Source: an optimization exercise on an open RTL-to-GDS flow (aim: small area). Production flows keep margins and buffers that such runs may drop.
The RTL was checked by simulation tests, not by an equivalence proof against the original design.
Power is estimated from default activity; no workload was simulated.

<file path="design/flow/run.sh">
#!/bin/bash
# synth_recipe.tcl (not shown) runs the flow's synth.tcl, then flattens the netlist and writes it again
# the make line also repeats each setting of config.mk as NAME=value (left out here)
make -C /OpenROAD-flow-scripts/flow DESIGN_CONFIG=/design/flow/config.mk WORK_HOME=/design/flow/orfs CLKGATE_MAP_FILE= SYNTH_SCRIPT=/design/flow/synth_recipe.tcl finish
</file>
<file path="design/flow/config.mk">
export PLATFORM = sky130hd
export DESIGN_NAME = cnn_accel_top
export DESIGN_NICKNAME = cnn_accel_top
export VERILOG_FILES = /design/flow/design.v
export SDC_FILE = /design/flow/constraint.sdc
export NUM_CORES = 4
export LEC_CHECK = 0
export CAP_MARGIN = 20
export CORE_MARGIN = 2
export CORE_UTILIZATION = 65
export CTS_BUF_LIST = sky130_fd_sc_hd__clkbuf_8
export SLEW_MARGIN = 20
export SYNTH_HIERARCHICAL = 1
</file>
<file path="design/flow/constraint.sdc">
create_clock -name core_clock -period 5.5 [get_ports {clk}]
set_input_delay 1.1000 -clock core_clock [delete_from_list [all_inputs] [get_ports {clk}]]
set_output_delay 1.1000 -clock core_clock [all_outputs]
set_load 0.01 [all_outputs]
</file>
<file path="design/flow/design.v">
`timescale 1ns/1ps
module cnn_fa (
    input  logic a,
    input  logic b,
    input  logic c,
    output logic s,
    output logic co
);
    assign s  = a ^ b ^ c;
    assign co = (a & b) | (a & c) | (b & c);
endmodule
module cnn_han (
    input  logic a_n,
    input  logic b_n,
    output logic s_n,
    output logic co_n
);
    cnn_xnor u_s (.a(a_n), .b(b_n), .y(s_n));
    cnn_or   u_c (.a(a_n), .b(b_n), .y(co_n));
endmodule
module cnn_xnor (
    input  logic a,
    input  logic b,
    output logic y
);
    assign y = ~(a ^ b);
endmodule
module cnn_or (
    input  logic a,
    input  logic b,
    output logic y
);
    assign y = a | b;
endmodule
`timescale 1ns/1ps
module cnn_accel_top #(
    parameter int NUM_RESULTS = 16
) (
    input  logic       clk,
    input  logic       reset,
    input  logic       start_i,
    input  logic       weight_valid_i,
    input  logic [7:0] weight_data_i,
    input  logic       line_valid_i,
    input  logic [7:0] line_data_i,
    output logic       result_valid_o,
    output logic [7:0] result_data_o,
    output logic       done_o
);
    localparam logic [1:0] IDLE         = 2'd0;
    localparam logic [1:0] LOAD_WEIGHTS = 2'd1;
    localparam logic [1:0] LOAD_LINE    = 2'd2;
    logic [1:0]   state_q;
    logic [3:0]   elem_cnt_q;    
    logic [4:0]   post_q;        
    logic [127:0] wsr_q;         
    logic [7:0]   line_q;        
    logic         mac_q;         
    logic         first_q;       
    logic [7:0]   lo_n_q;        
    logic [7:0]   hs_n_q;        
    logic [7:1]   hc_n_q;        
    logic [7:0]   hold_lo_n_q;   
    logic [7:0]   hold_hi_n_q;   
    logic weight_take;
    logic line_take;
    logic last_elem;
    logic first_mac;
    logic split_mac;
    assign weight_take = (state_q == LOAD_WEIGHTS) && weight_valid_i;
    assign line_take   = (state_q == LOAD_LINE) && line_valid_i;
    assign last_elem   = (elem_cnt_q == 4'd15);
    always_ff @(posedge clk or posedge reset) begin
        if (reset) begin
            state_q <= IDLE;
        end else begin
            case (state_q)
                IDLE:         if (start_i && post_q != 5'd1) state_q <= LOAD_WEIGHTS;
                LOAD_WEIGHTS: if (weight_take && last_elem) state_q <= LOAD_LINE;
                LOAD_LINE:    if (line_take && last_elem) state_q <= IDLE;
                default:      state_q <= IDLE;
            endcase
        end
    end
    always_ff @(posedge clk) begin
        if (state_q == IDLE) begin
            elem_cnt_q <= '0;
        end else if (weight_take || line_take) begin
            elem_cnt_q <= elem_cnt_q + 1'b1;
        end
    end
    always_ff @(posedge clk or posedge reset) begin
        if (reset) begin
            post_q <= '0;
        end else if (line_take && last_elem) begin
            post_q <= 5'd1;
        end else if (post_q == 5'd20) begin
            post_q <= '0;
        end else if (post_q != 5'd0) begin
            post_q <= post_q + 1'b1;
        end
    end
    always_ff @(posedge clk) begin
        line_q  <= line_take ? line_data_i : 8'd0;
        mac_q   <= line_take;
        first_q <= line_take && (elem_cnt_q[2:0] == 3'd0);
    end
    always_ff @(posedge clk) begin
        if (weight_take || mac_q) begin
            wsr_q <= {weight_data_i, wsr_q[127:8]};
        end
    end
    assign first_mac = first_q;
    assign split_mac = first_q && elem_cnt_q[3];
    logic [7:0] pp_n [8];        
    logic [7:0] s_n  [8];        
    logic [7:0] c_n  [8];        
    logic [7:0] lo_g_n;          
    logic [7:0] hs_g_n;
    logic [7:1] hc_g_n;
    logic [7:0] lo_d_n;
    logic [7:0] lc_n;            
    logic [7:0] hs_d_n;
    logic [7:0] hc_d_n;          
    logic [7:0] hi_n;            
    logic [7:0] rc_n;            
    always_comb begin
        for (int i = 0; i < 8; i++) begin
            for (int j = 0; j < 8; j++) begin
                pp_n[i][j] = ~(wsr_q[j] & line_q[i]);
            end
        end
        lo_g_n = lo_n_q | {8{first_mac}};
        hs_g_n = hs_n_q | {8{first_mac}};
        hc_g_n = hc_n_q | {7{first_mac}};
    end
    assign s_n[0] = pp_n[0];
    assign c_n[0] = '0;
    genvar gi, gj;
    generate
        for (gi = 1; gi < 8; gi++) begin : g_row
            for (gj = 0; gj < 8; gj++) begin : g_col
                if (gi == 1 && gj < 7) begin : g_h
                    cnn_han u_add (.a_n(pp_n[gi][gj]), .b_n(s_n[gi-1][gj+1]),
                                   .s_n(s_n[gi][gj]), .co_n(c_n[gi][gj]));
                end else if (gi == 1) begin : g_h8
                    cnn_han u_add (.a_n(pp_n[gi][gj]), .b_n(hs_g_n[0]),
                                   .s_n(s_n[gi][gj]), .co_n(c_n[gi][gj]));
                end else if (gj < 7) begin : g_f
                    cnn_fa u_add (.a(pp_n[gi][gj]), .b(s_n[gi-1][gj+1]), .c(c_n[gi-1][gj]),
                                  .s(s_n[gi][gj]), .co(c_n[gi][gj]));
                end else begin : g_fl
                    cnn_fa u_add (.a(pp_n[gi][gj]), .b(c_n[gi-1][gj]), .c(hs_g_n[gi-1]),
                                  .s(s_n[gi][gj]), .co(c_n[gi][gj]));
                end
            end
        end
        cnn_han u_hs0 (.a_n(s_n[7][1]), .b_n(c_n[7][0]), .s_n(hs_d_n[0]), .co_n(hc_d_n[1]));
        for (gj = 1; gj < 7; gj++) begin : g_hs
            cnn_fa u_add (.a(s_n[7][gj+1]), .b(c_n[7][gj]), .c(hc_g_n[gj]),
                          .s(hs_d_n[gj]), .co(hc_d_n[gj+1]));
        end
        assign hs_d_n[7] = c_n[7][7] ^ hc_g_n[7] ^ hs_g_n[7];
        assign hc_d_n[0] = 1'b0;
        cnn_han u_lo0 (.a_n(lo_g_n[0]), .b_n(s_n[0][0]), .s_n(lo_d_n[0]), .co_n(lc_n[0]));
        for (gj = 1; gj < 7; gj++) begin : g_lo
            cnn_fa u_add (.a(lo_g_n[gj]), .b(s_n[gj][0]), .c(lc_n[gj-1]),
                          .s(lo_d_n[gj]), .co(lc_n[gj]));
        end
        assign lo_d_n[7] = lo_g_n[7] ^ s_n[7][0] ^ lc_n[6];
        assign lc_n[7]   = 1'b0;
        assign hi_n[0] = hs_n_q[0];
        assign rc_n[0] = 1'b0;
        cnn_han u_hi1 (.a_n(hs_n_q[1]), .b_n(hc_n_q[1]), .s_n(hi_n[1]), .co_n(rc_n[1]));
        for (gj = 2; gj < 7; gj++) begin : g_hi
            cnn_fa u_add (.a(hs_n_q[gj]), .b(hc_n_q[gj]), .c(rc_n[gj-1]),
                          .s(hi_n[gj]), .co(rc_n[gj]));
        end
        assign hi_n[7] = hs_n_q[7] ^ hc_n_q[7] ^ rc_n[6];
        assign rc_n[7] = 1'b0;
    endgenerate
    always_ff @(posedge clk) begin
        lo_n_q <= lo_d_n;
        hs_n_q <= hs_d_n;
        hc_n_q <= hc_d_n[7:1];
    end
    always_ff @(posedge clk) begin
        if (split_mac) begin
            hold_lo_n_q <= lo_n_q;
            hold_hi_n_q <= hi_n;
        end
    end
    assign done_o         = (post_q == 5'd4);
    assign result_valid_o = (post_q >= 5'd5) && (post_q <= 5'd20);
    always_comb begin
        case (post_q[1:0])
            2'd1:    result_data_o = ~hold_lo_n_q;
            2'd2:    result_data_o = ~lo_n_q;
            2'd3:    result_data_o = ~hold_hi_n_q;
            default: result_data_o = ~hi_n;
        endcase
    end
endmodule
</file>
==> flow_metrics.env, run 1 <==
export IMPL_rsz0062_at_grt="no"
export IMPL_yosysMostFrequentCell="edfxtp_1"
export IMPL_powerDensity_nw_per_um2=436
export IMPL_seqPwrFrac=0.564
export IMPL_ys_seq_area_frac=0.649
export IMPL_viasPerCell=5.28
export IMPL_htree_levels=4
export IMPL_die_area_um2=13300
export IMPL_period_share=0.895
export IMPL_clkSlewWorstSetupHoldPaths_ns=0.09
export IMPL_port_buffers=30
export IMPL_synth_cells=521
export IMPL_hp_start="wsr_q[10]"
export IMPL_fin_area_um2=8870
export IMPL_pin_count=31
export IMPL_hp_class="flop to flop"
export IMPL_cp_max_fo=3
export IMPL_fin_ws_ns=0.576
export IMPL_p_total_mw=3.87
export IMPL_critPathKind="flop to primary output"
export IMPL_cts_buffer_depth=2
export IMPL_max_freq_mhz=203
export IMPL_tns_ns=0
export IMPL_dp_slack_ns=0.976
export IMPL_track_usage=0.191
export IMPL_place_congestion=0.815
export IMPL_synth_common_cells="edfxtp_1 (144), nand2_1 (69), fa_1 (65), dfxtp_1 (37)"
export IMPL_clk_latency_ns=0.44
export IMPL_busiest_layer="met2"
export IMPL_cts_root_buf="clkbuf_8"
export IMPL_stdcell_count=728
export IMPL_max_slew_margin=0.520
export IMPL_whs_ns=0.418
export IMPL_cts_tree="yes"
export IMPL_cp_end_kind="primary output"
export IMPL_global_route_usage_met3=0.0471
export IMPL_fin_worst_skew_ns=0.0144
export IMPL_worstReg2RegEnd="hs_n_q[1]"
export IMPL_place_hpwl_um=8120
export IMPL_critPathCapture="result_data_o[7]"
export IMPL_intPower_mw=2.72
export IMPL_synth_edff_count=144
export IMPL_grt_util_met2=0.312
export IMPL_ys_ff_latch=188
export IMPL_maxCapViolCount=0
export IMPL_status="complete, no violations"
export IMPL_yosysTopAreaCellShare=0.535
export IMPL_yosys_area_top_type="edfxtp_1"
export IMPL_syn_cell_area_um2=8080
export IMPL_reg2regPathDepth=9
export IMPL_start_util=0.670
export IMPL_pwr_share_comb=0.228
export IMPL_ctsResizeCount=0
export IMPL_grt_pass1_wl_um=18700
export IMPL_worstMarginPinSlew_ns=0.720
export IMPL_period_minus_slack_ns=4.92
export IMPL_wirelength_um=11500
export IMPL_finalHoldViolations=0
export IMPL_area_growth_pct=9.82
export IMPL_drc_errors=0
export IMPL_cts_setup_buffers=0
export IMPL_drt_iter0_drc=228
export IMPL_worst_ep_required_time_ns=4.40
export IMPL_worstPathArrival_ns=3.82
export IMPL_rrSetupSlack_ns=0.98
export IMPL_wire_per_inst_um=15.8
export IMPL_startpoint_type="flop"
export IMPL_rows=40
export IMPL_die_h_um=115
export IMPL_async_flop_share=0.0372
export IMPL_die_width_um=115
export IMPL_layout_drive_gt1_share=0.104
export IMPL_use_met1=0.253
export IMPL_ys_flop_type="edfxtp_1"
export IMPL_startpoint="hc_n_q[1]"
export IMPL_vias=3842
export IMPL_finalSetupViolations=0
export IMPL_placed_cell_area_um2=8520
export IMPL_first_global_vias=3760
export IMPL_switchingPower_mw=1.15
export IMPL_switching_share=0.297
export IMPL_ys_types=42
export IMPL_leakagePower_nw=2.83
export IMPL_syn_avg_cell_area_um2=15.5
export IMPL_overflow=0
export IMPL_power_share_clock=0.208
export IMPL_yosys_warnings=13
export IMPL_finalMaxSlewViolations=0
export IMPL_syn_num_nets=614
export IMPL_rr_startpoint="hs_n_q[0]"
export IMPL_irDropWorstVdd_uv=345
export IMPL_nets=640
export IMPL_placed_cells=696
export IMPL_synth_area_leaders="edfxtp_1 (54%), fa_1 (16%), dfxtp_1 (9.2%), nand2_1 (3.2%), dfrtp_1 (2.2%)"
export IMPL_clock_sinks=188
export IMPL_numCtsBuffers=17
export IMPL_antenna_cells=0
export IMPL_ctsHoldBuffers=0
export IMPL_first_pass_iters=4
export IMPL_core_um2=12100
export IMPL_grt_max_degree=122
export IMPL_antenna_found_initial=0
export IMPL_ant_nets=0
export IMPL_fin_util=0.736
## per-layer routing
| metal | up-vias | routed length [µm] |
|---|---|---|
| met5 | - | 0 |
| met4 | 0 | 103 |
| met3 | 9 | 325 |
| met2 | 58 | 5820 |
| met1 | 1936 | 5260 |
| li1 | 1839 | - |
## how the worst min path moves through the flow
| stage | endpoint | depth (start not counted) |
|---|---|---|
| 3_5_place_dp | wsr_q[20] | 0 |
| 5_1_grt | wsr_q[3] | 0 |
| 2_1_floorplan | wsr_q[0] | 0 |
| 3_3_place_gp | wsr_q[11] | 0 |
| 6_report | wsr_q[2] | 0 |
| 4_1_cts | wsr_q[3] | 0 |
## cells in the final DEF, fill, tap and decap left out, types with 2 or more instances in the layout
cell type / Yosys / layout
inv_8: 0 / 2
or2_2: 20 / 20
nor2b_1: 22 / 22
o21ai_1: 4 / 4
nand2b_1: 5 / 4
o21ai_0: 3 / 3
a21oi_1: 16 / 16
nand2_1: 69 / 69
fa_1: 65 / 65
ha_1: 7 / 7
and2_1: 10 / 10
inv_6: 0 / 4
xor2_1: 2 / 2
or2_1: 11 / 11
dfxtp_1: 37 / 37
and3_1: 2 / 2
clkinv_2: 0 / 4
dfrtp_1: 7 / 7
edfxtp_1: 144 / 144
clkdlybuf4s50_1: 0 / 30
and3b_1: 2 / 2
a22o_1: 2 / 2
a2111oi_0: 8 / 8
nand3b_1: 2 / 2
inv_1: 17 / 18
a21o_1: 4 / 4
nor2_1: 5 / 5
nand4bb_1: 2 / 2
nand3_1: 3 / 3
clkbuf_8: 0 / 17
xnor2_1: 14 / 14
## logic make-up after synthesis
family | synth area share
AND/OR/NAND/NOR | 0.101
flip-flops | 0.649
AO/OA/AOI/OAI | 0.0372
multiplexers | 0.00263
buffers and inverters | 0.0212
XOR/XNOR | 0.0173
adder cells (fa/ha/maj) | 0.172
## Yosys stat by module (local to each module, per instance), a selection
module         times used  cells inside  flops+latches  area (µm²)
cnn_or                 11             1              0        6.26
cnn_xnor               11             1              0        8.76
cnn_accel_top           1           434            188        6610
cnn_fa                 65             1              0        20.0
## worst max-delay path, cell delays in order, from the launching register on
cell             delay (ns)
dfxtp_1                0.33
or2_1                  0.24
fa_1                   0.38
fa_1                   0.39
fa_1                   0.39
fa_1                   0.40
fa_1                   0.39
xnor2_1                0.17
a21oi_1                0.16
clkdlybuf4s50_1        0.55
## flip-flops by register name (all words and copies together), names as in the netlist
| register | flops |
|---|---|
| elem_cnt_q | 4 |
| first_q | 1 |
| hc_n_q | 7 |
| hold_hi_n_q | 8 |
| hold_lo_n_q | 8 |
| hs_n_q | 8 |
| line_q | 8 |
| lo_n_q | 8 |
| mac_q | 1 |
| post_q | 5 |
| state_q | 2 |
| wsr_q | 128 |
## final cells by class
| type | count | area, µm² |
|---|---|---|
| flip-flops and latches | 188 | 5240 |
| fillers | 788 | 3190 |
| multi-input cells | 290 | 2680 |
| repair buffers | 32 | 328 |
| clock buffers | 17 | 234 |
| well taps | 168 | 210 |
| clock inverters | 15 | 118 |
| inverters | 18 | 67.6 |
## power by group through the flow
stage	logic, mW	clock network [mW]	registers [mW]
5_1_grt	0.994	0.884	2.22
3_5_place_dp	0.900	0	2.21
3_3_place_gp	0.862	0	2.20
2_1_floorplan	0.671	0	2.12
4_1_cts	0.900	0.834	2.19
6_report	0.883	0.804	2.18
==> inputs of run 2 (changes only) <==
--- a/design/flow/config.mk
+++ b/design/flow/config.mk
@@ -7,7 +7,6 @@
 export LEC_CHECK = 0
 export CAP_MARGIN = 20
 export CORE_MARGIN = 2
-export CORE_UTILIZATION = 65
-export CTS_BUF_LIST = sky130_fd_sc_hd__clkbuf_8
+export CORE_UTILIZATION = 45
 export SLEW_MARGIN = 20
 export SYNTH_HIERARCHICAL = 1
==> run 2 against run 1 <==
Net effect:
- fmax shrank 0.40%
- clock power is 49% higher
- non-clock buffer count unchanged
- register-to-register slack better by 0.06 ns
- critical path type unchanged
- critical endpoint unchanged
- highest routed layer unchanged
==> flow_metrics.env, run 2 <==
export IMPL_reg2regPathDepth=9
export IMPL_p_total_mw=4.26
export IMPL_powerDensity_nw_per_um2=464
export IMPL_hp_start="wsr_q[106]"
export IMPL_switchingPower_mw=1.25
export IMPL_antenna_found_initial=0
export IMPL_pin_count=31
export IMPL_ys_flop_type="edfxtp_1"
export IMPL_max_slew_margin=0.497
export IMPL_clock_sinks=188
export IMPL_whs_endpoint="wsr_q[98]"
export IMPL_first_pass_iters=4
export IMPL_grt_pass1_wl_um=19300
export IMPL_grt_max_degree=129
export IMPL_leakagePower_nw=2.94
export IMPL_yosysMostFrequentCell="edfxtp_1"
export IMPL_die_area_um2=19000
export IMPL_clk_latency_ns=0.43
export IMPL_rrSetupSlack_ns=1.04
export IMPL_switching_share=0.292
export IMPL_largest_register="wsr_q"
export IMPL_port_buffers=30
export IMPL_ys_ff_latch=188
export IMPL_wirelength_um=11600
export IMPL_period_share=0.899
export IMPL_rr_startpoint="hs_n_q[0]"
export IMPL_final_common_cell="edfxtp_1"
export IMPL_syn_avg_cell_area_um2=15.5
export IMPL_layout_drive_gt1_share=0.107
export IMPL_dp_slack_ns=1.02
export IMPL_worst_ep_required_time_ns=4.40
export IMPL_worstMarginPinSlew_ns=0.754
export IMPL_overflow=0
export IMPL_htree_levels=4
export IMPL_cts_root_buf="clkbuf_16"
export IMPL_cp_max_fo=3
export IMPL_core_um2=17400
export IMPL_status="complete, no violations"
export IMPL_largest_reg_flops=128
export IMPL_yosys_warnings=13
export IMPL_area_growth_pct=13.7
export IMPL_numCtsBuffers=17
export IMPL_pwr_share_comb=0.209
export IMPL_die_h_um=138
export IMPL_critPathKind="flop to primary output"
export IMPL_synth_area_leaders="edfxtp_1 (54%), fa_1 (16%), dfxtp_1 (9.2%), nand2_1 (3.2%), dfrtp_1 (2.2%)"
export IMPL_cp_end_kind="primary output"
export IMPL_ctsHoldBuffers=0
export IMPL_syn_num_nets=614
export IMPL_cts_setup_buffers=0
export IMPL_place_hpwl_um=7930
export IMPL_ctsResizeCount=0
export IMPL_period_minus_slack_ns=4.94
export IMPL_ant_nets=0
export IMPL_irDropWorstVdd_uv=282
export IMPL_startpoint_type="flop"
export IMPL_synth_cells=521
export IMPL_cts_buffer_depth=2
export IMPL_track_usage=0.134
export IMPL_finalHoldViolations=0
export IMPL_max_freq_mhz=202
export IMPL_wire_per_inst_um=14.8
export IMPL_vias=3870
export IMPL_yosysTopAreaCellShare=0.535
export IMPL_hp_class="flop to flop"
export IMPL_viasPerCell=4.93
export IMPL_worstPathArrival_ns=3.84
export IMPL_synth_common_cells="edfxtp_1 (144), nand2_1 (69), fa_1 (65), dfxtp_1 (37)"
export IMPL_maxCapViolCount=0
export IMPL_fin_util=0.527
export IMPL_rsz0062_at_grt="no"
export IMPL_start_util=0.464
export IMPL_ys_types=42
export IMPL_ys_seq_area_frac=0.649
export IMPL_place_congestion=0.812
export IMPL_layout_common_cells="edfxtp_1 (144), nand2_1 (69), fa_1 (65)"
export IMPL_finalMaxSlewViolations=0
export IMPL_nets=640
export IMPL_yosys_area_top_type="edfxtp_1"
export IMPL_fin_ws_ns=0.556
export IMPL_worstReg2RegEnd="hs_n_q[1]"
export IMPL_synth_edff_count=144
export IMPL_min_path_cells=0
export IMPL_syn_cell_area_um2=8080
export IMPL_rows=48
export IMPL_power_share_clock=0.281
export IMPL_antenna_cells=0
export IMPL_die_width_um=138
export IMPL_drc_errors=0
export IMPL_async_flop_share=0.0372
export IMPL_seqPwrFrac=0.510
export IMPL_intPower_mw=3.01
export IMPL_drt_iter0_drc=175
export IMPL_cts_tree="yes"
export IMPL_finalSetupViolations=0
export IMPL_tns_ns=0
export IMPL_first_global_vias=3912
export IMPL_clkSlewWorstSetupHoldPaths_ns=0.07
export IMPL_fin_worst_skew_ns=0.0133
==> run 2: cell types whose count changed in the layout (fill, tap and decap cells not counted), sizes merged <==
cell	change
inv	+3
clkinv	-2
clkinvlp	-1
==> run 2: power by group through the flow <==
stage,logic (mW),registers [mW],clock network [mW]
floorplan,0.671,2.12,0
global placement,0.873,2.19,0
detailed placement,0.906,2.20,0
CTS,0.907,2.18,1.24
global route,1.02,2.22,1.28
finish,0.889,2.17,1.20
==> run 2: cells by family after synthesis <==
kind of cell,count (synthesis),share of synthesized area
flip-flops,188,0.649
AND/OR/NAND/NOR,156,0.101
adder cells (fa/ha/maj),72,0.172
AO/OA/AOI/OAI,44,0.0372
buffers and inverters,43,0.0212
XOR/XNOR,16,0.0173
multiplexers,2,0.00263
==> run 2: cell type report <==
class | instances | area, µm²
Multi-Input combinational cell | 290 | 2680
Clock inverter | 15 | 169
Sequential cell | 188 | 5240
Timing Repair Buffer | 32 | 328
Clock buffer | 17 | 425
Tap cell | 225 | 282
Inverter | 18 | 67.6
Fill cell | 1432 | 8230
==> run 2: worst max-delay path: stages, from the launching register on <==
cell,delay [ns]
dfxtp_1,0.33
or2_1,0.24
fa_1,0.39
fa_1,0.39
fa_1,0.40
fa_1,0.39
fa_1,0.39
xnor2_1,0.16
a21oi_1,0.17
clkdlybuf4s50_1,0.56
==> run 2: layer usage <==
layer,part of all wire,up-vias,track usage
met1,0.48,1940,0.183
met2,0.47,67,0.204
met4,0.019,0,0.0550
li1,-,1844,-
met5,0,-,0
met3,0.033,19,0.0384
==> run 2: Yosys stat by module (local to each module, per instance), excerpt <==
module         copies in the design  flip-flops and latches  cells
cnn_fa                           65                       0      1
cnn_accel_top                     1                     188    434
cnn_xnor                         11                       0      1
cnn_or                           11                       0      1
==> run 2: how the worst max path moves through the flow <==
stage / to / startpoint / depth (start not counted)
floorplan: wsr_q[0] / weight_valid_i / 3
global placement: result_data_o[7] / hc_n_q[1] / 9
detailed placement: result_data_o[7] / hc_n_q[1] / 9
CTS: result_data_o[7] / hc_n_q[1] / 9
global route: result_data_o[7] / hc_n_q[1] / 9
finish: result_data_o[7] / hc_n_q[1] / 9
==> run 2: through the flow <==
step | cells | cell area (µm²) | hold slack (ns)
final | 785 | 9190 | 0.418
after global routing | 785 | 9190 | 0.426
after floorplan | 521 | 8080 | 0.400
after global placement | 753 | 8590 | 0.402
after detailed placement | 753 | 8590 | 0.405
after CTS | 785 | 9190 | 0.414
==> inputs of run 3 (changes only) <==
==> design/flow/flow/run.sh (new file) <==
#!/bin/bash
# Layout flow: the standard ORFS flow (standard.sh, synthesis unchanged) with
#  - port buffers of the smallest buffer cell,
#  - clock tree synthesis without dummy loads,
#  - power recovery (downsizing gates off the critical paths) after global routing.
# The full make output goes to flow_make.log in the work folder; ORFS keeps each
# tool's own log under orfs/logs/.
set -euo pipefail
export BUFFER_PORTS_ARGS="-buffer_cell sky130_fd_sc_hd__buf_1"
export CTS_ARGS="-sink_clustering_enable -repair_clock_nets -dont_use_dummy_load -buf_list sky130_fd_sc_hd__clkbuf_8"
export RECOVER_POWER=100
bash standard.sh > flow_make.log 2>&1
==> design/flow/standard.sh (new file) <==
#!/bin/bash
# synth_recipe.tcl (not shown) runs the flow's synth.tcl, then flattens the netlist and writes it again
# the make line also repeats each setting of config.mk as NAME=value (left out here)
make -C /OpenROAD-flow-scripts/flow DESIGN_CONFIG=/design/flow/config.mk WORK_HOME=/design/flow/orfs CLKGATE_MAP_FILE= SYNTH_SCRIPT=/design/flow/synth_recipe.tcl "${@:-finish}"
--- a/design/flow/config.mk
+++ b/design/flow/config.mk
@@ -7,6 +7,7 @@
 export LEC_CHECK = 0
 export CAP_MARGIN = 20
 export CORE_MARGIN = 2
-export CORE_UTILIZATION = 45
+export CORE_UTILIZATION = 65
+export CTS_BUF_LIST = sky130_fd_sc_hd__clkbuf_8
 export SLEW_MARGIN = 20
 export SYNTH_HIERARCHICAL = 1
removed: design/flow/run.sh
==> run 3 against run 2 <==
Net effect:
- now fails the layout checks on capacitance limit, slew limit
- critical path depth unchanged
- design area decreased by 7.1%
- die area decreased by 30%
- first-iteration DRC count increased by 42%
- sequential share of layout area increased by 4.3 points
- core utilization increased by 18 points
- via count decreased by 1.0%
- combinational power decreased by 12%
- synthesized cell count unchanged
- fmax increased by 5.4%
- critical endpoint is now hs_n_q[1]
==> flow_metrics.env, run 3 <==
export IMPL_fin_ws_ns=0.811
export IMPL_synth_area_leaders="edfxtp_1 (54%), fa_1 (16%), dfxtp_1 (9.2%), nand2_1 (3.2%), dfrtp_1 (2.2%)"
export IMPL_fin_util=0.708
export IMPL_antenna_cells=0
export IMPL_register_area_um2=5240
export IMPL_wire_per_inst_um=15.8
export IMPL_largest_reg_flops=128
export IMPL_hp_start="wsr_q[8]"
export IMPL_cp_end_kind="flop"
export IMPL_overflow=0
export IMPL_place_hpwl_um=7950
export IMPL_layout_common_cells="edfxtp_1 (144), nand2_1 (69), fa_1 (65)"
export IMPL_syn_cell_area_um2=8080
export IMPL_reg2regPathDepth=9
export IMPL_numCtsBuffers=17
export IMPL_rows=40
export IMPL_ctsHoldBuffers=0
export IMPL_synth_common_cells="edfxtp_1 (144), nand2_1 (69), fa_1 (65), dfxtp_1 (37)"
export IMPL_status="failed layout checks"
export IMPL_htree_levels=4
export IMPL_antenna_found_initial=0
export IMPL_cts_setup_buffers=0
export IMPL_so_faults="capacitance limit, slew limit"
export IMPL_first_pass_iters=4
export IMPL_fin_worst_skew_ns=0.0312
export IMPL_max_freq_mhz=213
export IMPL_yosysMostFrequentCell="edfxtp_1"
export IMPL_worstMarginPinSlew_ns=3.55
export IMPL_period_minus_slack_ns=4.69
export IMPL_synth_cells=521
export IMPL_die_width_um=115
export IMPL_placed_cell_area_um2=8330
export IMPL_hp_class="flop to flop"
export IMPL_cp_max_fo=22
export IMPL_worst_ep_required_time_ns=5.80
export IMPL_tns_ns=0
export IMPL_powerDensity_nw_per_um2=426
export IMPL_ys_flop_type="edfxtp_1"
export IMPL_clk_latency_ns=0.45
export IMPL_largest_register="wsr_q"
export IMPL_critPathMostFrequentCell="fa_1"
export IMPL_rr_startpoint="first_q"
export IMPL_cts_root_buf="clkbuf_8"
export IMPL_first_global_vias=3819
export IMPL_min_path_cells=0
export IMPL_maxCapViolCount=1
export IMPL_grt_max_degree=84
export IMPL_wirelength_um=11300
export IMPL_vias=3831
export IMPL_wl_met2_um=5460
export IMPL_pin_count=31
export IMPL_multi_input_area_um2=2660
export IMPL_leakagePower_nw=2.67
export IMPL_finalHoldViolations=0
export IMPL_track_usage=0.186
export IMPL_syn_avg_cell_area_um2=15.5
export IMPL_layout_drive_gt1_share=0.0769
export IMPL_place_congestion=0.779
export IMPL_critPathKind="flop to flop"
export IMPL_finalMaxSlewViolations=84
export IMPL_ctsResizeCount=0
export IMPL_yosys_warnings=13
export IMPL_drt_iter0_drc=248
export IMPL_crit_chain="clkbuf_1, or2_2, fa_1, fa_1, fa_1, fa_1, fa_1, fa_1, fa_1"
export IMPL_dp_slack_ns=1.00
export IMPL_clkSlewWorstSetupHoldPaths_ns=0.07
export IMPL_worstPathArrival_ns=4.99
export IMPL_routed_top_layer="met4"
export IMPL_cts_tree="yes"
export IMPL_die_area_um2=13300
export IMPL_fin_area_um2=8540
export IMPL_wl_met1_um=5220
export IMPL_yosysTopAreaCellShare=0.535
export IMPL_dr_wl_met3_um=383
export IMPL_whs_endpoint="wsr_q[0]"
export IMPL_final_common_cell="edfxtp_1"
export IMPL_rrSetupSlack_ns=0.81
export IMPL_port_buffers=30
export IMPL_slowest_stage="clkbuf_1"
export IMPL_finalSetupViolations=0
export IMPL_cp_top_family="adder cells"
export IMPL_ys_ff_latch=188
export IMPL_max_slew_margin=-1.37
export IMPL_cts_buffer_depth=2
export IMPL_startpoint_type="flop"
export IMPL_async_flop_share=0.0372
export IMPL_cpPeakStageDelay_ns=0.60
export IMPL_core_um2=12100
export IMPL_clock_sinks=188
export IMPL_grt_pass1_wl_um=18400
export IMPL_period_share=0.853
export IMPL_viasPerCell=5.37
export IMPL_rsz0062_at_grt="no"
export IMPL_worstReg2RegEnd="hs_n_q[1]"
export IMPL_syn_num_nets=614
export IMPL_ys_types=42
export IMPL_nets=641
export IMPL_yosys_area_top_type="edfxtp_1"
export IMPL_drc_errors=0
export IMPL_ys_seq_area_frac=0.649
export IMPL_start_util=0.670
export IMPL_irDropWorstVdd_uv=304
export IMPL_area_growth_pct=5.68
export IMPL_ant_nets=0
export IMPL_synth_edff_count=144
export IMPL_cp_num_buf_inv=1
export IMPL_die_h_um=115
export IMPL_n_fill_cell=812
run 3: cell type report:
cell class,instances,area share
multi-input cells,290,0.311
flip-flops and latches,188,0.614
inverters,18,0.00791
well taps,168,0.0246
repair buffers,33,0.0154
clock buffers,17,0.0274
run 3: worst max path at each step:
stage	startpoint	endpoint	slack (ns)	depth (start not counted)
floorplan	weight_valid_i	wsr_q[0]	0.66	3
global placement	hs_n_q[0]	hs_n_q[1]	1.08	9
detailed placement	hs_n_q[0]	hs_n_q[1]	1.00	9
CTS	hs_n_q[1]	result_data_o[7]	0.81	9
global route	weight_valid_i	wsr_q[54]	0.45	5
finish	first_q	hs_n_q[1]	0.81	9
run 3: metal layers:
| metal | global-route usage | vias to the layer above |
|---|---|---|
| li1 | - | 1820 |
| met1 | 0.254 | 1931 |
| met2 | 0.288 | 62 |
| met3 | 0.0539 | 18 |
| met4 | 0.0787 | 0 |
| met5 | 0 | - |
run 3: stage by stage:
stage	power (mW)	hold WS (ns)	std cells
global placement	2.98	0.403	697
floorplan	2.79	0.400	521
finish	3.64	0.406	714
CTS	3.68	0.402	714
detailed placement	3.02	0.405	697
global route	3.86	0.403	714
run 3: power by group:
| group | internal (mW) | switching (mW) | leakage [nW] |
|---|---|---|---|
| Combinational | 0.334 | 0.451 | 0.775 |
| Clock | 0.273 | 0.382 | 0.122 |
| Sequential | 1.99 | 0.212 | 1.78 |
| Total | 2.59 | 1.04 | 2.67 |
run 3: modules after synthesis, one instance, submodules excluded, excerpt:
module	cell area, µm²	flip-flops and latches
cnn_or	6.26	0
cnn_fa	20.0	0
cnn_xnor	8.76	0
cnn_accel_top	6610	188
run 3: kinds of logic after synthesis:
kind of cell    share of synthesized area
flops                               0.649
simple gates                        0.101
fa+ha+maj                           0.172
compound gates                     0.0372
buf+inv                            0.0212
xor+xnor                           0.0173
mux                               0.00263
==> inputs of run 4 (changes only) <==
==> design/flow/flow/run.sh (replaced) <==
#!/bin/bash
# Layout flow: the standard ORFS flow (standard.sh, synthesis unchanged) with
#  - port buffers of the smallest buffer cell,
#  - clock tree synthesis without dummy loads,

# The full make output goes to flow_make.log in the work folder; ORFS keeps each
# tool's own log under orfs/logs/.
set -euo pipefail
export BUFFER_PORTS_ARGS="-buffer_cell sky130_fd_sc_hd__buf_1"
export CTS_ARGS="-sink_clustering_enable -repair_clock_nets -dont_use_dummy_load -buf_list sky130_fd_sc_hd__clkbuf_8"
bash standard.sh > flow_make.log 2>&1
==> run 4 against run 3 <==
Net effect:
- the run now finishes clean
- routed wire length fell by 0.21%
- synthesized area did not move
- register-to-register slack gained 0.20 ns
- sequential share of layout area is 0.17 points lower
- first-iteration DRC count shrank 1.6%
- non-clock buffer count unchanged
- total power is 0.13% lower
- critical path depth did not move
- clock power about the same
- count of clock-buffer cells in the layout unchanged
- largest power group unchanged
==> flow_metrics.env, run 4 <==
export IMPL_synth_cells=521
export IMPL_irDropWorstVdd_uv=302
export IMPL_antenna_cells=0
export IMPL_worst_ep_required_time_ns=4.40
export IMPL_cp_max_fo=3
export IMPL_n_fill_cell=809
export IMPL_yosysMostFrequentCell="edfxtp_1"
export IMPL_cts_tree="yes"
export IMPL_finalHoldViolations=0
export IMPL_grt_max_degree=84
export IMPL_nets=641
export IMPL_port_buffers=30
export IMPL_pin_count=31
export IMPL_yosys_warnings=13
export IMPL_cts_root_buf="clkbuf_8"
export IMPL_ys_types=42
export IMPL_core_um2=12100
export IMPL_ys_flop_type="edfxtp_1"
export IMPL_drt_iter0_drc=244
export IMPL_wirelength_um=11200
export IMPL_die_width_um=115
export IMPL_cts_buffer_depth=2
export IMPL_layout_drive_gt1_share=0.0842
export IMPL_area_growth_pct=5.98
export IMPL_max_slew_margin=0.313
export IMPL_worstPathArrival_ns=3.54
export IMPL_largest_register="wsr_q"
export IMPL_placed_cells=697
export IMPL_first_pass_iters=4
export IMPL_fin_ws_ns=0.861
export IMPL_clk_latency_ns=0.45
export IMPL_period_minus_slack_ns=4.64
export IMPL_antenna_found_initial=0
export IMPL_wire_per_inst_um=15.8
export IMPL_finalMaxSlewViolations=0
export IMPL_synth_common_cells="edfxtp_1 (144), nand2_1 (69), fa_1 (65), dfxtp_1 (37)"
export IMPL_powerDensity_nw_per_um2=425
export IMPL_syn_num_nets=614
export IMPL_ys_seq_area_frac=0.649
export IMPL_worstMarginPinSlew_ns=1.03
export IMPL_synth_edff_count=144
export IMPL_numCtsBuffers=17
export IMPL_ant_nets=0
export IMPL_htree_levels=4
export IMPL_synth_area_leaders="edfxtp_1 (54%), fa_1 (16%), dfxtp_1 (9.2%), nand2_1 (3.2%), dfrtp_1 (2.2%)"
export IMPL_place_hpwl_um=7950
export IMPL_die_h_um=115
export IMPL_period_share=0.843
export IMPL_tns_ns=0
export IMPL_cp_end_kind="primary output"
export IMPL_ys_ff_latch=188
export IMPL_place_congestion=0.779
export IMPL_max_freq_mhz=216
export IMPL_yosysTopAreaCellShare=0.535
export IMPL_die_area_um2=13300
export IMPL_maxCapViolCount=0
export IMPL_drc_errors=0
export IMPL_overflow=0
export IMPL_dp_slack_ns=1.00
export IMPL_stdcell_count=714
export IMPL_hp_class="flop to flop"
export IMPL_fin_worst_skew_ns=0.0314
export IMPL_status="complete, no violations"
export IMPL_async_flop_share=0.0372
export IMPL_syn_cell_area_um2=8080
export IMPL_clock_sinks=188
export IMPL_finalSetupViolations=0
export IMPL_startpoint_type="flop"
export IMPL_clkSlewWorstSetupHoldPaths_ns=0.08
export IMPL_layout_common_cells="edfxtp_1 (144), nand2_1 (69), fa_1 (65)"
export IMPL_rows=40
export IMPL_final_common_cell="edfxtp_1"
export IMPL_track_usage=0.186
export IMPL_rsz0062_at_grt="no"
export IMPL_largest_reg_flops=128
export IMPL_syn_avg_cell_area_um2=15.5
export IMPL_leakagePower_nw=2.69
export IMPL_start_util=0.670
export IMPL_viasPerCell=5.38
export IMPL_ctsHoldBuffers=0
export IMPL_yosys_area_top_type="edfxtp_1"
export IMPL_cts_setup_buffers=0
export IMPL_ctsResizeCount=0
export IMPL_grt_pass1_wl_um=18400
export IMPL_first_global_vias=3819
export IMPL_vias=3844
export IMPL_critPathKind="flop to primary output"
==> run 4: cell counts after synthesis <==
Identical to the previous run, type by type.
==> run 4: logic make-up (layout without fill, tap and decap cells) <==
group           Yosys count  count (layout)  share of synthesized area
flops                   188             188                      0.649
simple gates            156             156                      0.101
fa+ha+maj                72              72                      0.172
compound gates           44              44                     0.0372
buf+inv                  43              68                     0.0212
xor+xnor                 16              16                     0.0173
mux                       2               2                    0.00263
==> run 4: worst paths after layout <==
path	startpoint	end	slack (ns)	cells after the start
min in group asynchronous	reset	post_q[4]	0.55	2
max in group asynchronous	reset	post_q[1]	4.74	2
worst min-delay path	wsr_q[8]	wsr_q[0]	0.41	0
worst max-delay path	hs_n_q[1]	result_data_o[7]	0.86	9
worst min register to register	wsr_q[8]	wsr_q[0]	0.41	0
worst max register to register	hs_n_q[0]	hs_n_q[1]	1.01	9
==> run 4: stage by stage <==
step | util | hold slack (ns) | power (mW) | cell area, µm²
finish | 0.710 | 0.405 | 3.63 | 8560
floorplan | - | 0.400 | 2.79 | 8080
CTS | 0.710 | 0.402 | 3.68 | 8560
global route | 0.710 | 0.403 | 3.85 | 8560
global placement | 0.690 | 0.403 | 2.98 | 8330
detailed placement | 0.690 | 0.405 | 3.02 | 8330
==> run 4: final cells by class <==
class	instances	area [µm²]	area share
well taps	168	210	0.0246
flip-flops and latches	188	5240	0.612
repair buffers	33	135	0.0158
inverters	18	67.6	0.00789
clock buffers	17	234	0.0273
multi-input cells	290	2680	0.312
==> run 4: worst max-delay path: stages (launching register included) <==
cell and delay, ns:
dfxtp_1 0.34, or2_1 0.23, fa_1 0.38, fa_1 0.39
fa_1 0.39, fa_1 0.40, fa_1 0.39, xnor2_1 0.30
a21oi_1 0.13, buf_1 0.16
==> run 4: per-layer routing <==
metal	vias to the layer above	global-route usage	wire length (µm)
li1	1822	-	-
met2	65	0.288	5450
met1	1937	0.254	5180
met5	-	0	0
met4	0	0.0787	218
met3	20	0.0539	400
==> run 4: power breakdown <==
group / switching [mW] / internal [mW]
clock: 0.383 / 0.273
combinational: 0.455 / 0.337
sequential: 0.211 / 1.97
total: 1.05 / 2.58
==> run 4: modules after synthesis, one instance, submodules excluded, a selection <==
module | cells inside | copies in the design | area, µm² | flip-flops and latches
cnn_or | 1 | 11 | 6.26 | 0
cnn_xnor | 1 | 11 | 8.76 | 0
cnn_accel_top | 434 | 1 | 6610 | 188
cnn_fa | 1 | 65 | 20.0 | 0
==> inputs of run 5 (changes only) <==
--- a/design/flow/flow/run.sh
+++ b/design/flow/flow/run.sh
@@ -7,5 +7,5 @@
 # tool's own log under orfs/logs/.
 set -euo pipefail
 export BUFFER_PORTS_ARGS="-buffer_cell sky130_fd_sc_hd__buf_1"
-export CTS_ARGS="-sink_clustering_enable -repair_clock_nets -dont_use_dummy_load -buf_list sky130_fd_sc_hd__clkbuf_8"
+export CTS_ARGS="-sink_clustering_enable -repair_clock_nets -dont_use_dummy_load -buf_list sky130_fd_sc_hd__clkbuf_8 -sink_clustering_size 18 -sink_clustering_max_diameter 60"
 bash standard.sh > flow_make.log 2>&1
==> run 5 against run 4 <==
Net effect:
- non-clock buffer count unchanged
- clock skew is the same
- clock power about the same
- fmax unchanged
- still clean
- synthesized area unchanged
- design area did not move
- combinational power about the same
- critical path type unchanged
- largest cell class unchanged
- flip-flop and latch count did not move
- hold slack is the same
==> flow_metrics.env, run 5 <==
export IMPL_die_area_um2=13300
export IMPL_final_common_cell="edfxtp_1"
export IMPL_min_path_cells=0
export IMPL_die_h_um=115
export IMPL_whs_ns=0.405
export IMPL_worstPathArrival_ns=3.54
export IMPL_ctsHoldBuffers=0
export IMPL_fin_worst_skew_ns=0.0314
export IMPL_overflow=0
export IMPL_cp_end_kind="primary output"
export IMPL_place_hpwl_um=7950
export IMPL_pin_count=31
export IMPL_first_pass_iters=4
export IMPL_startpoint_type="flop"
export IMPL_cp_max_fo=3
export IMPL_finalMaxSlewViolations=0
export IMPL_first_global_vias=3819
export IMPL_fin_area_um2=8560
export IMPL_wire_per_inst_um=15.8
export IMPL_async_flop_share=0.0372
export IMPL_worstReg2RegEnd="hs_n_q[1]"
export IMPL_drc_errors=0
export IMPL_layout_common_cells="edfxtp_1 (144), nand2_1 (69), fa_1 (65)"
export IMPL_clkSlewWorstSetupHoldPaths_ns=0.08
export IMPL_synth_edff_count=144
export IMPL_wirelength_um=11200
export IMPL_worstMarginPinSlew_ns=1.03
export IMPL_nets=641
export IMPL_max_freq_mhz=216
export IMPL_finalHoldViolations=0
export IMPL_ys_types=42
export IMPL_track_usage=0.186
export IMPL_ctsResizeCount=0
export IMPL_htree_levels=4
export IMPL_max_slew_margin=0.313
export IMPL_cts_tree="yes"
export IMPL_irDropWorstVdd_uv=302
export IMPL_placed_cell_area_um2=8330
export IMPL_whs_endpoint="wsr_q[0]"
export IMPL_antenna_cells=0
export IMPL_worst_ep_required_time_ns=4.40
export IMPL_viasPerCell=5.38
export IMPL_rrSetupSlack_ns=1.01
export IMPL_grt_max_degree=84
export IMPL_tns_ns=0
export IMPL_largest_register="wsr_q"
export IMPL_layout_drive_gt1_share=0.0842
export IMPL_ys_flop_type="edfxtp_1"
export IMPL_synth_area_leaders="edfxtp_1 (54%), fa_1 (16%), dfxtp_1 (9.2%), nand2_1 (3.2%), dfrtp_1 (2.2%)"
export IMPL_rsz0062_at_grt="no"
export IMPL_start_util=0.670
export IMPL_finalSetupViolations=0
export IMPL_hp_class="flop to flop"
export IMPL_cts_setup_buffers=0
export IMPL_clock_sinks=188
export IMPL_p_total_mw=3.63
export IMPL_area_growth_pct=5.98
export IMPL_rows=40
export IMPL_maxCapViolCount=0
export IMPL_leakagePower_nw=2.69
export IMPL_vias=3844
export IMPL_largest_reg_flops=128
export IMPL_syn_num_nets=614
export IMPL_critPathKind="flop to primary output"
export IMPL_reg2regPathDepth=9
export IMPL_hp_start="wsr_q[8]"
export IMPL_syn_cell_area_um2=8080
export IMPL_port_buffers=30
export IMPL_rr_startpoint="hs_n_q[0]"
export IMPL_cts_buffer_depth=2
export IMPL_antenna_found_initial=0
export IMPL_period_minus_slack_ns=4.64
export IMPL_numCtsBuffers=17
export IMPL_period_share=0.843
export IMPL_synth_cells=521
export IMPL_synth_common_cells="edfxtp_1 (144), nand2_1 (69), fa_1 (65), dfxtp_1 (37)"
export IMPL_grt_pass1_wl_um=18400
export IMPL_yosys_warnings=13
export IMPL_clk_latency_ns=0.45
export IMPL_syn_avg_cell_area_um2=15.5
export IMPL_place_congestion=0.779
export IMPL_core_um2=12100
export IMPL_drt_iter0_drc=244
export IMPL_ant_nets=0
export IMPL_ys_seq_area_frac=0.649
export IMPL_status="complete, no violations"
export IMPL_yosysTopAreaCellShare=0.535
export IMPL_powerDensity_nw_per_um2=425
export IMPL_cts_root_buf="clkbuf_8"
export IMPL_yosys_area_top_type="edfxtp_1"
export IMPL_ys_ff_latch=188
export IMPL_die_width_um=115
export IMPL_yosysMostFrequentCell="edfxtp_1"
[run 5: cell counts in the layout (fill, tap and decap cells not counted)]
Identical to the previous run, type by type.
[run 5: how the worst max path moves through the flow]
stage / from / to / slack [ns]
2_1_floorplan: weight_valid_i / wsr_q[0] / 0.66
3_3_place_gp: hs_n_q[0] / hs_n_q[1] / 1.08
3_5_place_dp: hs_n_q[0] / hs_n_q[1] / 1.00
4_1_cts: hs_n_q[1] / result_data_o[7] / 0.81
5_1_grt: hs_n_q[1] / result_data_o[7] / 0.68
6_report: hs_n_q[1] / result_data_o[7] / 0.86
[run 5: cell families (layout without fill, tap and decap cells)]
logic type,Yosys count,in the layout,share of synthesized area
buffers and inverters,43,68,0.0212
adder cells (fa/ha/maj),72,72,0.172
multiplexers,2,2,0.00263
AO/OA/AOI/OAI,44,44,0.0372
XOR/XNOR,16,16,0.0173
AND/OR/NAND/NOR,156,156,0.101
flip-flops,188,188,0.649
[run 5: Yosys stat by module (local to each module, per instance), a selection]
module | cells inside | times used
cnn_accel_top | 434 | 1
cnn_fa | 1 | 65
cnn_xnor | 1 | 11
cnn_or | 1 | 11
[run 5: routing by layer]
layer / wire (µm) / part of all wire / vias up / track usage
met4: 218 / 0.019 / 0 / 0.0787
met2: 5450 / 0.48 / 65 / 0.288
met5: 0 / 0 / - / 0
li1: - / - / 1822 / -
met3: 400 / 0.036 / 20 / 0.0539
met1: 5180 / 0.46 / 1937 / 0.254
[run 5: area by class of cell]
cell class / instances / area, µm²
Clock buffer: 17 / 234
Fill cell: 809 / 3500
Inverter: 18 / 67.6
Multi-Input combinational cell: 290 / 2680
Sequential cell: 188 / 5240
Tap cell: 168 / 210
Timing Repair Buffer: 33 / 135
[run 5: report_power, final]
group,switching (mW),internal [mW],leakage [nW]
sequential,0.211,1.97,1.78
clock,0.383,0.273,0.122
combinational,0.455,0.337,0.788
total,1.05,2.58,2.69
[run 5: critical path, stage by stage (launching register included)]
cell,delay (ns)
dfxtp_1,0.34
or2_1,0.23
fa_1,0.38
fa_1,0.39
fa_1,0.39
fa_1,0.40
fa_1,0.39
xnor2_1,0.30
a21oi_1,0.13
buf_1,0.16
[run 5: stage by stage]
stage | std cells | util | worst slack, ns
after global routing | 714 | 0.710 | 0.679
after detailed placement | 697 | 0.690 | 1.00
after global placement | 697 | 0.690 | 1.08
after CTS | 714 | 0.710 | 0.813
final | 714 | 0.710 | 0.861
after floorplan | 521 | - | 0.663
==> inputs of run 6 (changes only) <==
--- a/design/flow/design.v
+++ b/design/flow/design.v
@@ -47,12 +47,11 @@
     output logic [7:0] result_data_o,
     output logic       done_o
 );
-    localparam logic [1:0] IDLE         = 2'd0;
-    localparam logic [1:0] LOAD_WEIGHTS = 2'd1;
-    localparam logic [1:0] LOAD_LINE    = 2'd2;
-    logic [1:0]   state_q;
+    logic         w_q;           
+    logic         l_q;           
     logic [3:0]   elem_cnt_q;    
-    logic [4:0]   post_q;        
+    logic [1:0]   ph_q;          
+    logic [2:0]   rnd_q;         
     logic [127:0] wsr_q;         
     logic [7:0]   line_q;        
     logic         mac_q;         
@@ -65,25 +64,36 @@
     logic weight_take;
     logic line_take;
     logic last_elem;
+    logic last_line;
     logic first_mac;
     logic split_mac;
-    assign weight_take = (state_q == LOAD_WEIGHTS) && weight_valid_i;
-    assign line_take   = (state_q == LOAD_LINE) && line_valid_i;
+    logic rnd0;                  
+    logic quiet;
+    assign weight_take = w_q && weight_valid_i;
+    assign line_take   = l_q && line_valid_i;
     assign last_elem   = (elem_cnt_q == 4'd15);
+    assign last_line   = line_take && last_elem;
+    assign rnd0        = !rnd_q[2] && !rnd_q[0];
+    assign quiet       = rnd_q[2] && !rnd_q[1];
     always_ff @(posedge clk or posedge reset) begin
         if (reset) begin
-            state_q <= IDLE;
+            w_q <= 1'b0;
+            l_q <= 1'b0;
         end else begin
-            case (state_q)
-                IDLE:         if (start_i && post_q != 5'd1) state_q <= LOAD_WEIGHTS;
-                LOAD_WEIGHTS: if (weight_take && last_elem) state_q <= LOAD_LINE;
-                LOAD_LINE:    if (line_take && last_elem) state_q <= IDLE;
-                default:      state_q <= IDLE;
-            endcase
-        end
-    end
-    always_ff @(posedge clk) begin
-        if (state_q == IDLE) begin
+            if (!w_q && !l_q && start_i && !(rnd0 && ph_q == 2'd0)) begin
+                w_q <= 1'b1;
+            end else if (weight_take && last_elem) begin
+                w_q <= 1'b0;
+            end
+            if (weight_take && last_elem) begin
+                l_q <= 1'b1;
+            end else if (last_line) begin
+                l_q <= 1'b0;
+            end
+        end
+    end
+    always_ff @(posedge clk or posedge reset) begin
+        if (reset) begin
             elem_cnt_q <= '0;
         end else if (weight_take || line_take) begin
             elem_cnt_q <= elem_cnt_q + 1'b1;
@@ -91,13 +101,18 @@
     end
     always_ff @(posedge clk or posedge reset) begin
         if (reset) begin
-            post_q <= '0;
-        end else if (line_take && last_elem) begin
-            post_q <= 5'd1;
-        end else if (post_q == 5'd20) begin
-            post_q <= '0;
-        end else if (post_q != 5'd0) begin
-            post_q <= post_q + 1'b1;
+            rnd_q <= 3'b100;
+        end else if (last_line) begin
+            rnd_q <= 3'b000;
+        end else if (ph_q == 2'd3 && !quiet) begin
+            rnd_q <= {rnd_q[1:0], !rnd_q[2]};
+        end
+    end
+    always_ff @(posedge clk) begin
+        if (last_line) begin
+            ph_q <= 2'd0;
+        end else begin
+            ph_q <= ph_q + 1'b1;
         end
     end
     always_ff @(posedge clk) begin
@@ -190,13 +205,13 @@
             hold_hi_n_q <= hi_n;
         end
     end
-    assign done_o         = (post_q == 5'd4);
-    assign result_valid_o = (post_q >= 5'd5) && (post_q <= 5'd20);
+    assign done_o         = rnd0 && ph_q == 2'd3;
+    assign result_valid_o = rnd_q[0] || rnd_q[1];
     always_comb begin
-        case (post_q[1:0])
-            2'd1:    result_data_o = ~hold_lo_n_q;
-            2'd2:    result_data_o = ~lo_n_q;
-            2'd3:    result_data_o = ~hold_hi_n_q;
+        case (ph_q)
+            2'd0:    result_data_o = ~hold_lo_n_q;
+            2'd1:    result_data_o = ~lo_n_q;
+            2'd2:    result_data_o = ~hold_hi_n_q;
             default: result_data_o = ~hi_n;
         endcase
     end
--- a/design/flow/flow/run.sh
+++ b/design/flow/flow/run.sh
@@ -7,5 +7,5 @@
 # tool's own log under orfs/logs/.
 set -euo pipefail
 export BUFFER_PORTS_ARGS="-buffer_cell sky130_fd_sc_hd__buf_1"
-export CTS_ARGS="-sink_clustering_enable -repair_clock_nets -dont_use_dummy_load -buf_list sky130_fd_sc_hd__clkbuf_8 -sink_clustering_size 18 -sink_clustering_max_diameter 60"
+export CTS_ARGS="-sink_clustering_enable -repair_clock_nets -dont_use_dummy_load -buf_list sky130_fd_sc_hd__clkbuf_8"
 bash standard.sh > flow_make.log 2>&1
==> run 6 against run 5 <==
Net effect:
- clock power about the same
- final cell count shrank 9.5%
- still clean
- highest routed layer unchanged
- synthesized cell count shrank 9.0%
==> flow_metrics.env, run 6 <==
export IMPL_cp_num_buf_inv=1
export IMPL_ys_types=32
export IMPL_finalHoldViolations=0
export IMPL_critPathMostFrequentCell="fa_1"
export IMPL_die_width_um=113
export IMPL_synth_area_leaders="edfxtp_1 (56%), fa_1 (17%), dfxtp_1 (9.0%), nand2_1 (3.7%), dfrtp_1 (2.6%)"
export IMPL_port_buffers=30
export IMPL_async_flop_share=0.0479
export IMPL_htree_levels=4
export IMPL_hp_class="flop to flop"
export IMPL_clock_sinks=188
export IMPL_overflow=0
export IMPL_cts_root_buf="clkbuf_8"
export IMPL_syn_avg_cell_area_um2=16.4
export IMPL_register_area_um2=5250
export IMPL_antenna_cells=0
export IMPL_worstMarginPinSlew_ns=0.743
export IMPL_numCtsBuffers=17
export IMPL_leakagePower_nw=2.71
export IMPL_track_usage=0.185
export IMPL_wirelength_um=10700
export IMPL_crit_chain="or2_1, fa_1, fa_1, fa_1, fa_1, fa_1, xnor2_1, a21oi_1, buf_1"
export IMPL_clk_latency_ns=0.44
export IMPL_drc_errors=0
export IMPL_fin_worst_skew_ns=0.0329
export IMPL_synth_edff_count=144
export IMPL_yosysMostFrequentCell="edfxtp_1"
export IMPL_die_h_um=113
export IMPL_yosys_area_top_type="edfxtp_1"
export IMPL_layout_common_cells="edfxtp_1 (144), nand2_1 (76), fa_1 (65)"
export IMPL_place_congestion=0.818
export IMPL_synth_common_cells="edfxtp_1 (144), nand2_1 (76), fa_1 (65), dfxtp_1 (35), or2_2 (21)"
export IMPL_largest_reg_flops=128
export IMPL_status="complete, no violations"
export IMPL_period_minus_slack_ns=4.55
export IMPL_powerDensity_nw_per_um2=565
export IMPL_final_common_cell="edfxtp_1"
export IMPL_vias=3544
export IMPL_drt_iter0_drc=210
export IMPL_syn_num_nets=566
export IMPL_p_total_mw=4.67
export IMPL_cp_top_family="adder cells"
export IMPL_area_growth_pct=6.07
export IMPL_core_um2=11600
export IMPL_start_util=0.674
export IMPL_antenna_found_initial=0
export IMPL_first_pass_iters=4
export IMPL_startpoint_type="flop"
export IMPL_synth_cells=474
export IMPL_cts_tree="yes"
export IMPL_period_share=0.828
export IMPL_worstPathArrival_ns=3.45
export IMPL_wire_per_inst_um=16.6
export IMPL_maxCapViolCount=0
export IMPL_ctsResizeCount=0
export IMPL_irDropWorstVdd_uv=405
export IMPL_syn_cell_area_um2=7790
export IMPL_first_global_vias=3598
export IMPL_grt_max_degree=56
export IMPL_ys_flop_type="edfxtp_1"
export IMPL_cp_end_kind="primary output"
export IMPL_nets=597
export IMPL_finalSetupViolations=0
export IMPL_ant_nets=0
export IMPL_n_fill_cell=768
export IMPL_rows=39
export IMPL_max_freq_mhz=220
export IMPL_ys_seq_area_frac=0.674
export IMPL_worst_ep_required_time_ns=4.40
export IMPL_layout_drive_gt1_share=0.107
export IMPL_place_hpwl_um=7740
export IMPL_rsz0062_at_grt="no"
export IMPL_tns_ns=0
export IMPL_clkSlewWorstSetupHoldPaths_ns=0.09
export IMPL_max_slew_margin=0.504
export IMPL_viasPerCell=5.49
export IMPL_yosysTopAreaCellShare=0.555
export IMPL_critPathKind="flop to primary output"
export IMPL_cp_max_fo=3
export IMPL_die_area_um2=12900
export IMPL_multi_input_area_um2=2430
export IMPL_slowest_stage="fa_1"
export IMPL_ctsHoldBuffers=0
export IMPL_cts_setup_buffers=0
export IMPL_ys_ff_latch=188
export IMPL_cpPeakStageDelay_ns=0.41
export IMPL_pin_count=31
export IMPL_finalMaxSlewViolations=0
export IMPL_yosys_warnings=13
export IMPL_largest_register="wsr_q"
export IMPL_grt_pass1_wl_um=17600
export IMPL_cts_buffer_depth=2
## run 6: changes by cell type in the layout (fill, tap and decap cells not counted), moves of 7 or more
| cell | previous run | this run |
|---|---|---|
| a2111oi_0 | 8 | 1 |
| a21oi_1 | 16 | 3 |
| and2_1 | 10 | 1 |
| and3_2 | 0 | 8 |
| inv_1 | 17 | 10 |
| nand2_1 | 69 | 76 |
| nor2b_1 | 22 | 11 |
| o22ai_1 | 0 | 8 |
| o31a_1 | 0 | 7 |
## run 6: where the power goes
part           switching [mW]  total [mW]  internal [mW]
clock                   0.382       0.656          0.273
sequential              0.284        2.50           2.21
combinational           0.825        1.51          0.689
total                    1.49        4.67           3.18
## run 6: cells by family (layout without fill, tap and decap cells)
group / after synthesis / count (layout) / synth area share
XOR/XNOR: 19 / 19 / 0.0214
AO/OA/AOI/OAI: 24 / 24 / 0.0233
flip-flops: 188 / 188 / 0.674
adder cells (fa/ha/maj): 71 / 71 / 0.177
buffers and inverters: 31 / 60 / 0.0154
AND/OR/NAND/NOR: 141 / 141 / 0.0893
## run 6: worst paths after layout
path,start,end,slack (ns),cells past startpoint
hold / removal,wsr_q[56],wsr_q[48],0.40,0
setup / recovery,hc_n_q[1],result_data_o[7],0.95,9
setup reg to reg,hs_n_q[0],hs_n_q[1],1.05,9
min in group asynchronous,reset,rnd_q[1],0.58,2
hold reg to reg,wsr_q[56],wsr_q[48],0.40,0
max in group asynchronous,reset,rnd_q[2],4.63,2
## run 6: final cells by class
cell class	count	area share
Multi-Input combinational cell	255	0.294
Sequential cell	188	0.635
Inverter	10	0.00454
Tap cell	143	0.0217
Timing Repair Buffer	33	0.0164
Clock buffer	17	0.0283
## run 6: modules after synthesis (local to each module, per instance), excerpt
module / cell area (µm²) / cells inside
cnn_accel_top: 6320 / 387
cnn_fa: 20.0 / 1
cnn_or: 6.26 / 1
cnn_xnor: 8.76 / 1
## run 6: per-stage QoR
step | setup slack, ns | hold WS (ns) | instance area (µm²) | std cells | utilization
2_1_floorplan | 0.897 | 0.400 | 7790 | 474 | -
3_3_place_gp | 1.09 | 0.401 | 8030 | 629 | 0.694
3_5_place_dp | 1.03 | 0.405 | 8030 | 629 | 0.694
4_1_cts | 0.872 | 0.409 | 8260 | 646 | 0.715
5_1_grt | 0.813 | 0.406 | 8260 | 646 | 0.715
6_report | 0.948 | 0.403 | 8260 | 646 | 0.715
## run 6: metal layers
layer / wire length [µm] / GRT usage / up-vias
li1: - / - / 1662
met1: 5100 / 0.268 / 1819
met2: 5100 / 0.280 / 52
met3: 371 / 0.0441 / 11
met4: 130 / 0.0683 / 0
met5: 0 / 0 / -

port drivers added, routing unchanged:
How much do the figures lean on ideal ports? The routed layouts below were timed once more, with nothing changed but the port constraints.
Step 1 (the two cells are an assumption about what drives the block):
set clk [get_ports {clk}]
set_driving_cell -lib_cell sky130_fd_sc_hd__clkbuf_16 $clk
set_driving_cell -lib_cell sky130_fd_sc_hd__buf_2 [delete_from_list [all_inputs] $clk]
Step 2, shift: input delay + t, output delay - t, t = (earliest + latest rising clock arrival at the registers) / 2. This alone moves slack from input paths to output paths.
Slacks: no drivers / after step 1 / after step 2; pairs: no drivers / after step 1.
| run | shift t [ns] | slack for setup (ns) | worst setup path at the end | pins driven straight from the clock port |
|---|---|---|---|---|
| run 1 | 0.472 | 0.576 / 0.540 / 0.979 | register to register | 1 |
| run 2 | 0.468 | 0.556 / 0.514 / 0.981 | register to output | 1 |
| run 3 | 0.472 | 0.811 / 0.811 / 0.445 | input to register | 1 |
| run 4 | 0.474 | 0.861 / 0.825 / 1.006 | register to register | 1 |
| run 5 | 0.474 | 0.861 / 0.825 / 1.006 | register to register | 1 |
| run 6 | 0.461 | 0.948 / 0.914 / 1.052 | register to register | 1 |
For run 3, which loses most, drivers alone change the setup slack by 0.000 ns; drivers and shift together by -0.366 ns.
